Background: an optimization exercise with open tools, aiming at small area, a short achievable clock period and few clock cycles. Do not read the settings as production practice. Function was checked by simulation only, so behaviour that the tests miss may differ from the original. Power and IR drop assume default switching activity.

==> flow/design.v <==
`timescale 1ns / 1ps
package gmdfs_pkg;
	localparam int GRID_ROWS  = 8;
	localparam int GRID_COLS  = 8;
	localparam int CELL_SLOTS = 64;
	localparam int IDX_W      = 6;
	localparam int BR_DEPTH   = CELL_SLOTS / 2;
	localparam logic CMD_LOAD = 1'b0;
	localparam logic CMD_RUN  = 1'b1;
	localparam logic [1:0] DIR_RIGHT = 2'd0;
	localparam logic [1:0] DIR_DOWN  = 2'd1;
	localparam logic [1:0] DIR_LEFT  = 2'd2;
	localparam logic [1:0] DIR_UP    = 2'd3;
endpackage
`timescale 1ns / 1ps
`timescale 1ns / 1ps
module grid_maze_dfs_path_finder (
	input  logic       clk,
	input  logic       arst_n,
	input  logic       item_valid,
	output logic       item_stall,
	input  logic       cmd,
	input  logic [2:0] cell_row,
	input  logic [2:0] cell_col,
	input  logic       blocked,
	output logic       result_valid,
	input  logic       result_stall,
	output logic       found,
	output logic [2:0] path_row,
	output logic [2:0] path_col,
	output logic       last
);
	localparam int N  = gmdfs_pkg::CELL_SLOTS;
	localparam int FD = gmdfs_pkg::BR_DEPTH - 1;    
	logic srch_q;      
	logic gw_q;        
	logic mw_q;        
	logic pend_q;      
	logic pend2_q;     
	logic [63:0] snap_q;
	logic sb_q;        
	logic [5:0] x_q;
	logic [7:0] xr_q;      
	logic [7:0] xc_q;      
	logic outm_q;      
	logic miss_q;      
	logic ob_q;        
	logic [5:0] y_q;
	logic [7:0] yr_q;      
	logic [7:0] yc_q;      
	logic [N-1:0] wall_q;
	logic [N-1:0] vis_q;
	logic [1:0]   par0_q [N];
	logic [1:0]   par1_q [N];
	logic       tos_v_q;
	logic [5:0] tos_b_q;
	logic [2:0] tos_m_q;   
	logic [4:0] fp_q;
	logic [8:0] stk_q [FD];
	logic item_acc;
	logic res_acc;
	logic done;
	logic run_acc;
	logic load_acc;
	logic start;
	logic out_free;
	assign result_valid = outm_q || miss_q;
	assign found        = outm_q;
	assign path_row     = y_q[5:3];
	assign path_col     = y_q[2:0];
	assign last         = y_q == 6'd0;
	assign item_stall   = pend2_q;
	assign item_acc = item_valid && !item_stall;
	assign res_acc  = result_valid && !result_stall;
	assign done     = res_acc && last;
	assign run_acc  = item_acc && cmd == gmdfs_pkg::CMD_RUN;
	assign load_acc = item_acc && cmd == gmdfs_pkg::CMD_LOAD;
	assign start    = (run_acc || pend_q) && !srch_q && !((gw_q || mw_q) && !out_free);
	assign out_free = !result_valid || done;
	logic s_cr;
	logic s_cd;
	logic [63:0] swall;    
	assign swall = pend_q ? snap_q : wall_q;
	assign s_cr = !swall[1];
	assign s_cd = !swall[8];
	logic [N-1:0] dec;
	logic [N-1:0] free;
	logic [N-1:0] dend;
	logic [N-1:0] okc;     
	logic [N-1:0] f_r;
	logic [N-1:0] f_d;
	logic [N-1:0] f_l;
	logic [N-1:0] f_u;
	logic [N-1:0] nv;
	logic [1:0]   nv_dir [N];
	for (genvar k = 0; k < N; k++) begin : g_cell
		localparam int R = k / 8;
		localparam int C = k % 8;
		logic from_l;   
		logic from_r;
		logic from_u;
		logic from_d;
		assign dec[k]  = x_q == 6'(k);
		assign free[k] = !vis_q[k];
		assign dend[k] = (k != N - 1) &&
			((C == 7) || vis_q[(C != 7) ? k + 1 : k]) &&
			((R == 7) || vis_q[(R != 7) ? k + 8 : k]) &&
			((C == 0) || vis_q[(C != 0) ? k - 1 : k]) &&
			((R == 0) || vis_q[(R != 0) ? k - 8 : k]);
		assign okc[k]  = free[k] && !dend[k];
		assign f_r[k]  = (C != 7) ? okc[(C != 7) ? k + 1 : k] : 1'b0;
		assign f_d[k]  = (R != 7) ? okc[(R != 7) ? k + 8 : k] : 1'b0;
		assign f_l[k]  = (C != 0) ? okc[(C != 0) ? k - 1 : k] : 1'b0;
		assign f_u[k]  = (R != 0) ? okc[(R != 0) ? k - 8 : k] : 1'b0;
		assign from_l  = (C != 0) ? dec[(C != 0) ? k - 1 : k] : 1'b0;
		assign from_r  = (C != 7) ? dec[(C != 7) ? k + 1 : k] : 1'b0;
		assign from_u  = (R != 0) ? dec[(R != 0) ? k - 8 : k] : 1'b0;
		assign from_d  = (R != 7) ? dec[(R != 7) ? k + 8 : k] : 1'b0;
		assign nv[k]   = srch_q && free[k] && (from_l || from_r || from_u || from_d);
		assign nv_dir[k] = from_l ? gmdfs_pkg::DIR_LEFT :
			from_u ? gmdfs_pkg::DIR_UP :
			from_r ? gmdfs_pkg::DIR_RIGHT : gmdfs_pkg::DIR_DOWN;
	end
	logic c_r;
	logic c_d;
	logic c_l;
	logic c_u;
	logic any;
	logic [2:0] rem;
	logic [5:0] x_r;
	logic [5:0] x_d;
	logic [5:0] x_l;
	logic [5:0] x_u;
	logic [5:0] x_top;
	logic [7:0] rs_r;
	logic [7:0] rs_d;
	logic [7:0] rs_l;
	logic [7:0] rs_u;
	for (genvar r = 0; r < 8; r++) begin : g_rs
		assign rs_r[r] = xr_q[r] && |(xc_q & f_r[r*8 +: 8]);
		assign rs_d[r] = xr_q[r] && |(xc_q & f_d[r*8 +: 8]);
		assign rs_l[r] = xr_q[r] && |(xc_q & f_l[r*8 +: 8]);
		assign rs_u[r] = xr_q[r] && |(xc_q & f_u[r*8 +: 8]);
	end
	assign c_r = |rs_r;
	assign c_d = |rs_d;
	assign c_l = |rs_l;
	assign c_u = |rs_u;
	assign any = c_r || c_d || c_l || c_u;
	assign rem = {c_l && c_u, c_d && (c_l || c_u), c_r && (c_d || c_l || c_u)};
	assign x_r = {x_q[5:3], x_q[2:0] + 3'd1};
	assign x_d = {x_q[5:3] + 3'd1, x_q[2:0]};
	assign x_l = {x_q[5:3], x_q[2:0] - 3'd1};
	assign x_u = {x_q[5:3] - 3'd1, x_q[2:0]};
	assign x_top = c_u ? x_u : c_l ? x_l : c_d ? x_d : x_r;
	logic [5:0] t_nx;
	logic [2:0] tos_m_left;
	logic       push;
	logic       take;
	logic       pop;
	always_comb begin
		if (tos_m_q[2]) begin
			t_nx       = {tos_b_q[5:3], tos_b_q[2:0] - 3'd1};
			tos_m_left = {1'b0, tos_m_q[1:0]};
		end else if (tos_m_q[1]) begin
			t_nx       = {tos_b_q[5:3] + 3'd1, tos_b_q[2:0]};
			tos_m_left = {2'b00, tos_m_q[0]};
		end else begin
			t_nx       = {tos_b_q[5:3], tos_b_q[2:0] + 3'd1};
			tos_m_left = 3'b000;
		end
	end
	logic tclean;
	logic drop;
	logic [7:0] tr_oh;
	logic [7:0] tc_oh;
	assign tr_oh = 8'(1) << t_nx[5:3];
	assign tc_oh = 8'(1) << t_nx[2:0];
	always_comb begin
		tclean = 1'b0;
		for (int r = 0; r < 8; r++) tclean = tclean | (tr_oh[r] & |(tc_oh & dend[r*8 +: 8]));
		tclean = tclean && srch_q && tos_v_q;
	end
	assign push = srch_q && (rem != 3'b000);
	assign take = srch_q && !any && tos_v_q;
	assign drop = tclean && any && !push;
	assign pop  = (take || drop) && (tos_m_left == 3'b000);
	logic goal_nx;
	logic dead;
	logic hand_goal;
	logic hand_miss;
	logic at_67;
	logic at_76;
	logic t_goal;
	assign at_67  = xr_q[6] && xc_q[7];
	assign at_76  = xr_q[7] && xc_q[6];
	assign t_goal = (tos_b_q == 6'd55 && tos_m_q[1]) ||
		(tos_b_q == 6'd62 && tos_m_q == 3'b001);
	assign goal_nx = (at_67 && c_d && !c_l && !c_u) || (at_76 && c_r && !c_l && !c_u) ||
		(!any && tos_v_q && t_goal);
	assign dead     = !any && !tos_v_q;
	assign hand_goal = gw_q && out_free;
	assign hand_miss = mw_q && out_free;
	logic [1:0] pd;
	logic [5:0] y_par;
	logic [7:0] pr0;
	logic [7:0] pr1;
	logic [15:0] ysel;
	assign ysel = {yc_q & {8{ob_q}}, yc_q & {8{!ob_q}}};
	for (genvar r = 0; r < 8; r++) begin : g_pr
		always_comb begin
			pr0[r] = 1'b0;
			pr1[r] = 1'b0;
			for (int c = 0; c < 8; c++) begin
				pr0[r] = pr0[r] | (ysel[c] & par0_q[r*8 + c][0]) | (ysel[8 + c] & par1_q[r*8 + c][0]);
				pr1[r] = pr1[r] | (ysel[c] & par0_q[r*8 + c][1]) | (ysel[8 + c] & par1_q[r*8 + c][1]);
			end
		end
	end
	assign pd = {|(yr_q & pr1), |(yr_q & pr0)};
	logic [7:0] yr_par;
	logic [7:0] yc_par;
	always_comb begin
		case (pd)
			gmdfs_pkg::DIR_RIGHT: begin
				y_par  = {y_q[5:3], y_q[2:0] + 3'd1};
				yr_par = yr_q;
				yc_par = {yc_q[6:0], 1'b0};
			end
			gmdfs_pkg::DIR_DOWN: begin
				y_par  = {y_q[5:3] + 3'd1, y_q[2:0]};
				yr_par = {yr_q[6:0], 1'b0};
				yc_par = yc_q;
			end
			gmdfs_pkg::DIR_LEFT: begin
				y_par  = {y_q[5:3], y_q[2:0] - 3'd1};
				yr_par = yr_q;
				yc_par = {1'b0, yc_q[7:1]};
			end
			default: begin
				y_par  = {y_q[5:3] - 3'd1, y_q[2:0]};
				yr_par = {1'b0, yr_q[7:1]};
				yc_par = yc_q;
			end
		endcase
	end
	always_ff @(posedge clk or negedge arst_n) begin
		if (!arst_n) begin
			srch_q <= 1'b0;
			gw_q   <= 1'b0;
			mw_q   <= 1'b0;
			pend_q  <= 1'b0;
			pend2_q <= 1'b0;
			outm_q <= 1'b0;
			miss_q <= 1'b0;
		end else begin
			srch_q <= (start && (s_cr || s_cd)) || (srch_q && !goal_nx && !dead);
			gw_q   <= (srch_q && goal_nx) || (gw_q && !out_free);
			mw_q   <= (srch_q && dead) || (start && !s_cr && !s_cd) || (mw_q && !out_free);
			pend_q  <= start ? (pend_q && (pend2_q || run_acc)) : (pend_q || run_acc);
			pend2_q <= !start && pend_q && (pend2_q || run_acc);
			outm_q <= hand_goal || (outm_q && !done);
			miss_q <= hand_miss || (miss_q && !done);
		end
	end
	logic [7:0] xr_top;
	logic [7:0] xc_top;
	always_comb begin
		if (c_u) begin
			xr_top = {1'b0, xr_q[7:1]};
			xc_top = xc_q;
		end else if (c_l) begin
			xr_top = xr_q;
			xc_top = {1'b0, xc_q[7:1]};
		end else if (c_d) begin
			xr_top = {xr_q[6:0], 1'b0};
			xc_top = xc_q;
		end else begin
			xr_top = xr_q;
			xc_top = {xc_q[6:0], 1'b0};
		end
	end
	always_ff @(posedge clk) begin
		if (start) begin
			x_q  <= s_cd ? 6'd8 : 6'd1;
			xr_q <= s_cd ? 8'h02 : 8'h01;
			xc_q <= s_cd ? 8'h01 : 8'h02;
		end else if (srch_q) begin
			x_q  <= any ? x_top : t_nx;
			xr_q <= any ? xr_top : tr_oh;
			xc_q <= any ? xc_top : tc_oh;
		end
	end
	always_ff @(posedge clk) begin
		if (hand_goal) begin
			y_q  <= 6'd63;
			yr_q <= 8'h80;
			yc_q <= 8'h80;
		end else if (hand_miss) begin
			y_q  <= 6'd0;
			yr_q <= 8'h01;
			yc_q <= 8'h01;
		end else if (outm_q && res_acc) begin
			y_q  <= {|(yr_par & 8'hf0), |(yr_par & 8'hcc), |(yr_par & 8'haa),
				|(yc_par & 8'hf0), |(yc_par & 8'hcc), |(yc_par & 8'haa)};
			yr_q <= yr_par;
			yc_q <= yc_par;
		end
	end
	always_ff @(posedge clk or negedge arst_n) begin
		if (!arst_n) begin
			ob_q <= 1'b0;
			sb_q <= 1'b0;
		end else if (hand_goal) begin
			ob_q <= sb_q;
			sb_q <= !sb_q;
		end
	end
	always_ff @(posedge clk) begin
		if (start ? pend_q : !pend_q) snap_q <= wall_q;
	end
	always_ff @(posedge clk or negedge arst_n) begin
		if (!arst_n) wall_q <= '0;
		else if (load_acc) wall_q[{cell_row, cell_col}] <= blocked;
	end
	always_ff @(posedge clk) begin
		if (start) vis_q <= swall | N'(64'h103);
		else vis_q <= vis_q | nv;
	end
	for (genvar k = 0; k < N; k++) begin : g_par
		logic       we;
		logic [1:0] wd;
		always_comb begin
			we = nv[k];
			wd = nv_dir[k];
			if (k == 1 && start) begin
				we = 1'b1;
				wd = gmdfs_pkg::DIR_LEFT;
			end else if (k == 8 && start) begin
				we = 1'b1;
				wd = gmdfs_pkg::DIR_UP;
			end
		end
		logic wb;
		if (k == 1 || k == 8) begin : g_wb
			assign wb = start ? (sb_q ^ hand_goal) : sb_q;
		end else begin : g_wb
			assign wb = sb_q;
		end
		always_ff @(posedge clk) begin
			if (we && !wb) par0_q[k] <= wd;
			if (we && wb) par1_q[k] <= wd;
		end
	end
	always_ff @(posedge clk) begin
		if (start) begin
			tos_v_q <= s_cr && s_cd;
			tos_b_q <= 6'd0;
			tos_m_q <= 3'b001;
			fp_q    <= '0;
		end else if (push) begin
			tos_v_q <= 1'b1;
			tos_b_q <= x_q;
			tos_m_q <= rem;
			if (tos_v_q && !(tclean && tos_m_left == 3'b000)) fp_q <= fp_q + 5'd1;
		end else if (take || drop) begin
			if (!pop) begin
				tos_m_q <= tos_m_left;
			end else if (fp_q != '0) begin
				{tos_b_q, tos_m_q} <= stk_q[fp_q - 5'd1];
				fp_q <= fp_q - 5'd1;
			end else begin
				tos_v_q <= 1'b0;
			end
		end
	end
	always_ff @(posedge clk) begin
		stk_q[fp_q] <= {tos_b_q, tclean ? tos_m_left : tos_m_q};
	end
endmodule
==> flow/run.sh <==
#!/bin/bash
# synth_recipe.tcl (not shown) runs the flow's synth.tcl, then flattens the netlist and writes it again
# the make line also repeats each setting of config.mk as NAME=value (left out here)
make -C /OpenROAD-flow-scripts/flow DESIGN_CONFIG=/design/flow/config.mk WORK_HOME=/design/flow/orfs CLKGATE_MAP_FILE= SYNTH_SCRIPT=/design/flow/synth_recipe.tcl finish
==> flow/config.mk <==
export PLATFORM = sky130hd
export DESIGN_NAME = grid_maze_dfs_path_finder
export DESIGN_NICKNAME = grid_maze_dfs_path_finder
export VERILOG_FILES = /design/flow/design.v
export SDC_FILE = /design/flow/constraint.sdc
export NUM_CORES = 4
export LEC_CHECK = 0
export CAP_MARGIN = 20
export CORE_MARGIN = 2
export CORE_UTILIZATION = 40
export SETUP_SLACK_MARGIN = 4
export SLEW_MARGIN = 20
==> flow/constraint.sdc <==
create_clock -name core_clock -period 7.0 [get_ports {clk}]
set_input_delay 1.4000 -clock core_clock [delete_from_list [all_inputs] [get_ports {clk}]]
set_output_delay 1.4000 -clock core_clock [all_outputs]
set_load 0.01 [all_outputs]
==> Implementation_results.wiki <==
{| class="wikitable"
! Metric !! Value
|-
| Share of post-route cells with drive strength above 1 || 0.287
|-
| Total number of vias || 29.9k
|-
| Fraction of the yosys area taken by sequential cells || 0.605
|-
| Num rows || 111
|-
| Power Dens Cells || 577 nW/um^2
|-
| Synthesized flop and latch total || 791
|-
| Setup repair after global routing missed its margin || yes
|-
| Count of H-tree levels built during CTS || 3
|-
| Worst relative slew slack || 0.161
|-
| End of the critical path || stk_q[1][0]$_DFFE_PP_
|-
| Fin cells || 4577
|-
| Deepest clock path buffer count || 3
|-
| Transition at the pin with the smallest max-transition slack || 1250 ps
|-
| Crit-path leading delay family || multiplexers
|-
| Time the worst path needs with I/O delays and setup || 3620 ps
|-
| Number of buffer and inverter stages on the critical path || 7
|-
| Mux contribution to synthesized area || 0.0741
|-
| Post-Synth Simple-Gate Area || 0.143
|-
| Depth of the worst register-to-register path || 16
|-
| Largest net degree at the start of global routing || 66
|-
| Vias per Instance || 6.52
|-
| Clock-pin slew reported for the worst setup and hold paths after clock tree synthesis || 60 ps
|-
| Via count of the first global-routing pass || 27.3k
|-
| Critical Path Start || tos_b_q[0]$_SDFFE_PP0P_
|-
| Number of flops mapped to enable cells by yosys || 619
|-
| Wire per inst || 29.3 um
|-
| Post-synthesis instance area || 37000 sq um
|-
| Most instantiated flip-flop cell in the synthesis netlist || edfxtp_1
|-
| Largest driver fanout on the critical path || 7
|-
| Commonest non-fill, non-tap cell in the layout || edfxtp_1
|-
| DRC viols || 0
|-
| Antenna diode instance count || 0
|-
| Die Outline Area || 95000 sq um
|-
| Logic depth of the worst setup path including buffers || 16
|-
| Area added between synthesis and finish || 24.4%
|-
| Synthesized Nets || 3183
|-
| Net total in the final layout || 3357
|-
| Horizontal extent of the die || 308 um
|-
| F_max || 276 MHz
|-
| # setup viols final || 0
|-
| Post-synthesis compound-gate area fraction || 0.132
|-
| Boundary Pins || 22
|-
| Final wirelength || 134000 um
|-
| Clock latency of the later-clocked register in the worst-skew pair || 670 ps
|-
| Synth warnings || 4
|-
| Critical path required time || 7410 ps
|-
| Placeable core region || 91700 sq um
|-
| Mean instance size in the synthesized netlist || 11.7 sq um
|-
| Unique cell type count in the Yosys netlist || 87
|-
| P_leak || 15.9 nW
|-
| Worst Skew || 34.7 ps
|-
| Port bufs || 21
|-
| Remaining global-route overflow || 0
|-
| Initial detailed-routing violation count || 5012
|-
| Most used cells in the layout excluding fill and tap cells || edfxtp_1 (619), nand2_1 (381), buf_4 (229), nor2_1 (185), o21ai_0 (115)
|-
| Maximum capacitance violations || 0
|-
| Main combinational cell family by area after synthesis || simple AND/OR/NAND/NOR gates
|-
| Buffer cell driving the clock tree root || clkbuf_16
|-
| Instance count after placement with tap cells included || 4126
|-
| Maximum ir drop on the vdd rail || 351 uV
|-
| Worst Path Arrival || 4020 ps
|-
| Post-synthesis xor/xnor area fraction || 0.00399
|-
| Placed cell area || 38100 sq um
|-
| Type of the tightest min-delay check || reg2reg
|-
| Vertical die dimension || 308 um
|-
| Post-synthesis share of cell area spent on full adders, half adders and majority gates || 0.00730
|-
| Fill cell count || 7828
|-
| Synthesized netlist cell count || 3151
|-
| Antenna-violating nets left || 0
|-
| Starting density of the core || 0.404
|-
| Max-slew violations || 0
|-
| Global routing usage summed across all routing layers || 0.268
|-
| Final weighted congestion of routability-driven global placement || 0.981
|-
| Start-to-end type of the worst setup path || reg2reg
|-
| Type of element capturing the critical path || register
|-
| Final clock period utilization by the worst path || 0.517
|-
| TritonCTS clock tree || yes
|-
| Area of all placed cells without fillers || 46100 sq um
|-
| Slowest cell on the critical path || mux4_2
|-
| HPWL Detailed || 82000 um
|-
| Final count of hold timing violations || 0
|-
| Status || finished clean
|-
| Antenna violations before repair || 4
|-
| Largest stage delay on the critical path || 520 ps
|-
| Post-CTS Hold Buffers || 0
|-
| Number of detailed-routing iterations run before antenna repair || 12
|-
| Startpoint types || register
|-
| Minimum setup slack among reg-to-reg paths || 3380 ps
|-
| TNS Setup || 0 ps
|-
| Fraction of registers with async set or reset after synthesis || 0.0910
|-
| Cell Chain, Critical Path || inv_6, ha_4, buf_12, mux2i_4, mux2_4, mux4_2, and3_4, o31ai_4, nor4_4, buf_6, buf_4, buf_6, nor2_4, buf_12, a21boi_4, clkbuf_16
|-
| Launching point of the worst reg2reg path || tos_b_q[0]$_SDFFE_PP0P_
|-
| Critical register-to-register path endpoint || stk_q[1][0]$_DFFE_PP_
|-
| Clock Sink Count || 791
|-
| Number of clock buffers inserted by TritonCTS || 84
|-
| Global-route wire length before repair || 187000 um
|}
[cell families (layout without fill, tap and decap cells)]
group,after synthesis,after routing
AO/OA/AOI/OAI,720,726
AND/OR/NAND/NOR,1097,1102
flip-flops,791,791
XOR/XNOR,16,17
adder cells (fa/ha/maj),22,22
multiplexers,190,190
buffers and inverters,315,543
[metal layers]
layer	global-route usage	wire [um]
met1	0.378	52600
met2	0.391	56600
met3	0.0856	18600
met4	0.0898	6070
met5	0	37
[cells in the mapped netlist, types with 31 or more instances]
library cell | number | area [sq um]
clkbuf_1 | 178 | 668
mux4_2 | 64 | 1440
a21oi_1 | 120 | 601
a22oi_1 | 107 | 803
nor3_1 | 101 | 505
o21ai_0 | 165 | 826
nand3_1 | 80 | 400
dfxtp_1 | 100 | 2000
mux2i_1 | 95 | 951
edfxtp_1 | 619 | 18600
inv_1 | 43 | 161
buf_2 | 71 | 355
nor3b_1 | 101 | 758
a31oi_1 | 56 | 350
dfrtp_1 | 72 | 1800
mux2_2 | 31 | 349
a221oi_1 | 35 | 307
nand2_1 | 406 | 1520
a22o_1 | 33 | 289
nand4_1 | 65 | 407
nor2_1 | 234 | 878
a41oi_1 | 35 | 307
[timing repair]
item | CTS | global route
buffers inserted | 168 | 100
pin swaps | 65 | 86
setup endpoints to repair | 736 | 503
gates resized for setup | 385 | 277
cloned | 18 | 13
hold endpoints to repair | 0 | 0
[worst register-to-register path, cell delays in order (launching register included)]
cell       delay, ps
dfxtp_4          420
inv_6             50
ha_4             270
buf_12           140
mux2i_4          220
mux2_4           260
mux4_2           530
and3_4           210
o31ai_4          270
nor4_4            80
buf_6            150
buf_4            140
buf_6            110
nor2_4           110
buf_12           160
a21boi_4          90
clkbuf_16        200
[registers in the layout, indices dropped and copies added (netlist names), 8 cells and up]
register,cells
stk_q,279
par0_q,127
par1_q,127
vis_q,64
snap_q,63
wall_q,63
xc_q,8
xr_q,8
yc_q,8
yr_q,8
[power by group]
group / internal, W / leakage, nW / switching [W]
Combinational: 0.00589 / 7.17 / 0.00840
Sequential: 0.00658 / 7.43 / 0.00120
Clock: 0.00260 / 1.34 / 0.00190
[area by class of cell]
type,count,area (sq um),area share
clock inverter,43,524,0.0114
timing repair inverter,2,22.5,0.000489
inverter,44,213,0.00462
tap,1186,1480,0.0322
sequential,791,22700,0.492
multi-input combinational,2057,15300,0.333
clock buffer,109,2240,0.0485
timing repair buffer,345,3590,0.0780
[stage by stage]
step	power, W	setup slack [ps]	hold WS [ps]	utilization
floorplan	0.0137	3540	435	-
global placement	0.0169	2130	454	0.415
detailed placement	0.0170	2110	461	0.415
CTS	0.0241	3530	474	0.478
global route	0.0274	3320	487	0.502
finish	0.0266	3380	470	0.502
[worst min-delay path by stage]
stage / start / end / slack, ps / cells past startpoint
after floorplan: wall_q[32]$_DFFE_PN0P_ / snap_q[32]$_DFFE_PP_ / 440 / 0
after global placement: miss_q$_DFF_PN0_ / miss_q$_DFF_PN0_ / 450 / 2
after detailed placement: wall_q[52]$_DFFE_PN0P_ / snap_q[52]$_DFFE_PP_ / 460 / 0
after CTS: wall_q[52]$_DFFE_PN0P_ / snap_q[52]$_DFFE_PP_ / 470 / 0
after global routing: wall_q[56]$_DFFE_PN0P_ / snap_q[56]$_DFFE_PP_ / 490 / 0
final: wall_q[14]$_DFFE_PN0P_ / snap_q[14]$_DFFE_PP_ / 470 / 0
Testbench counts, summed over its fixed seeds: cycles 16,426.

==> what the ideal ports hide <==
Ports are ideal in the flow. The routed layout listed here was re-timed in OpenROAD.
Step 1: set_driving_cell puts a clkbuf_16 on clk and a buf_2 on each other input, an assumption about the parent block.
Step 2, shift: input delay + t, output delay - t, t = (earliest + latest rising clock arrival at the registers) / 2. This alone moves slack from input paths to output paths.
Slacks: ideal / step 1 / step 2; pairs: ideal / step 1.
t, ns: 0.712
setup slack, ns: 3.383 / 3.383 / 3.322
worst setup path after step 2: input to register
slew at the worst register clock pin (ns): 0.07 / 0.07
pins driven straight from the clock port: 1
After both steps setup and hold are still met in this run. For this run, drivers alone change the setup slack by 0.000 ns; drivers and shift together by -0.061 ns.
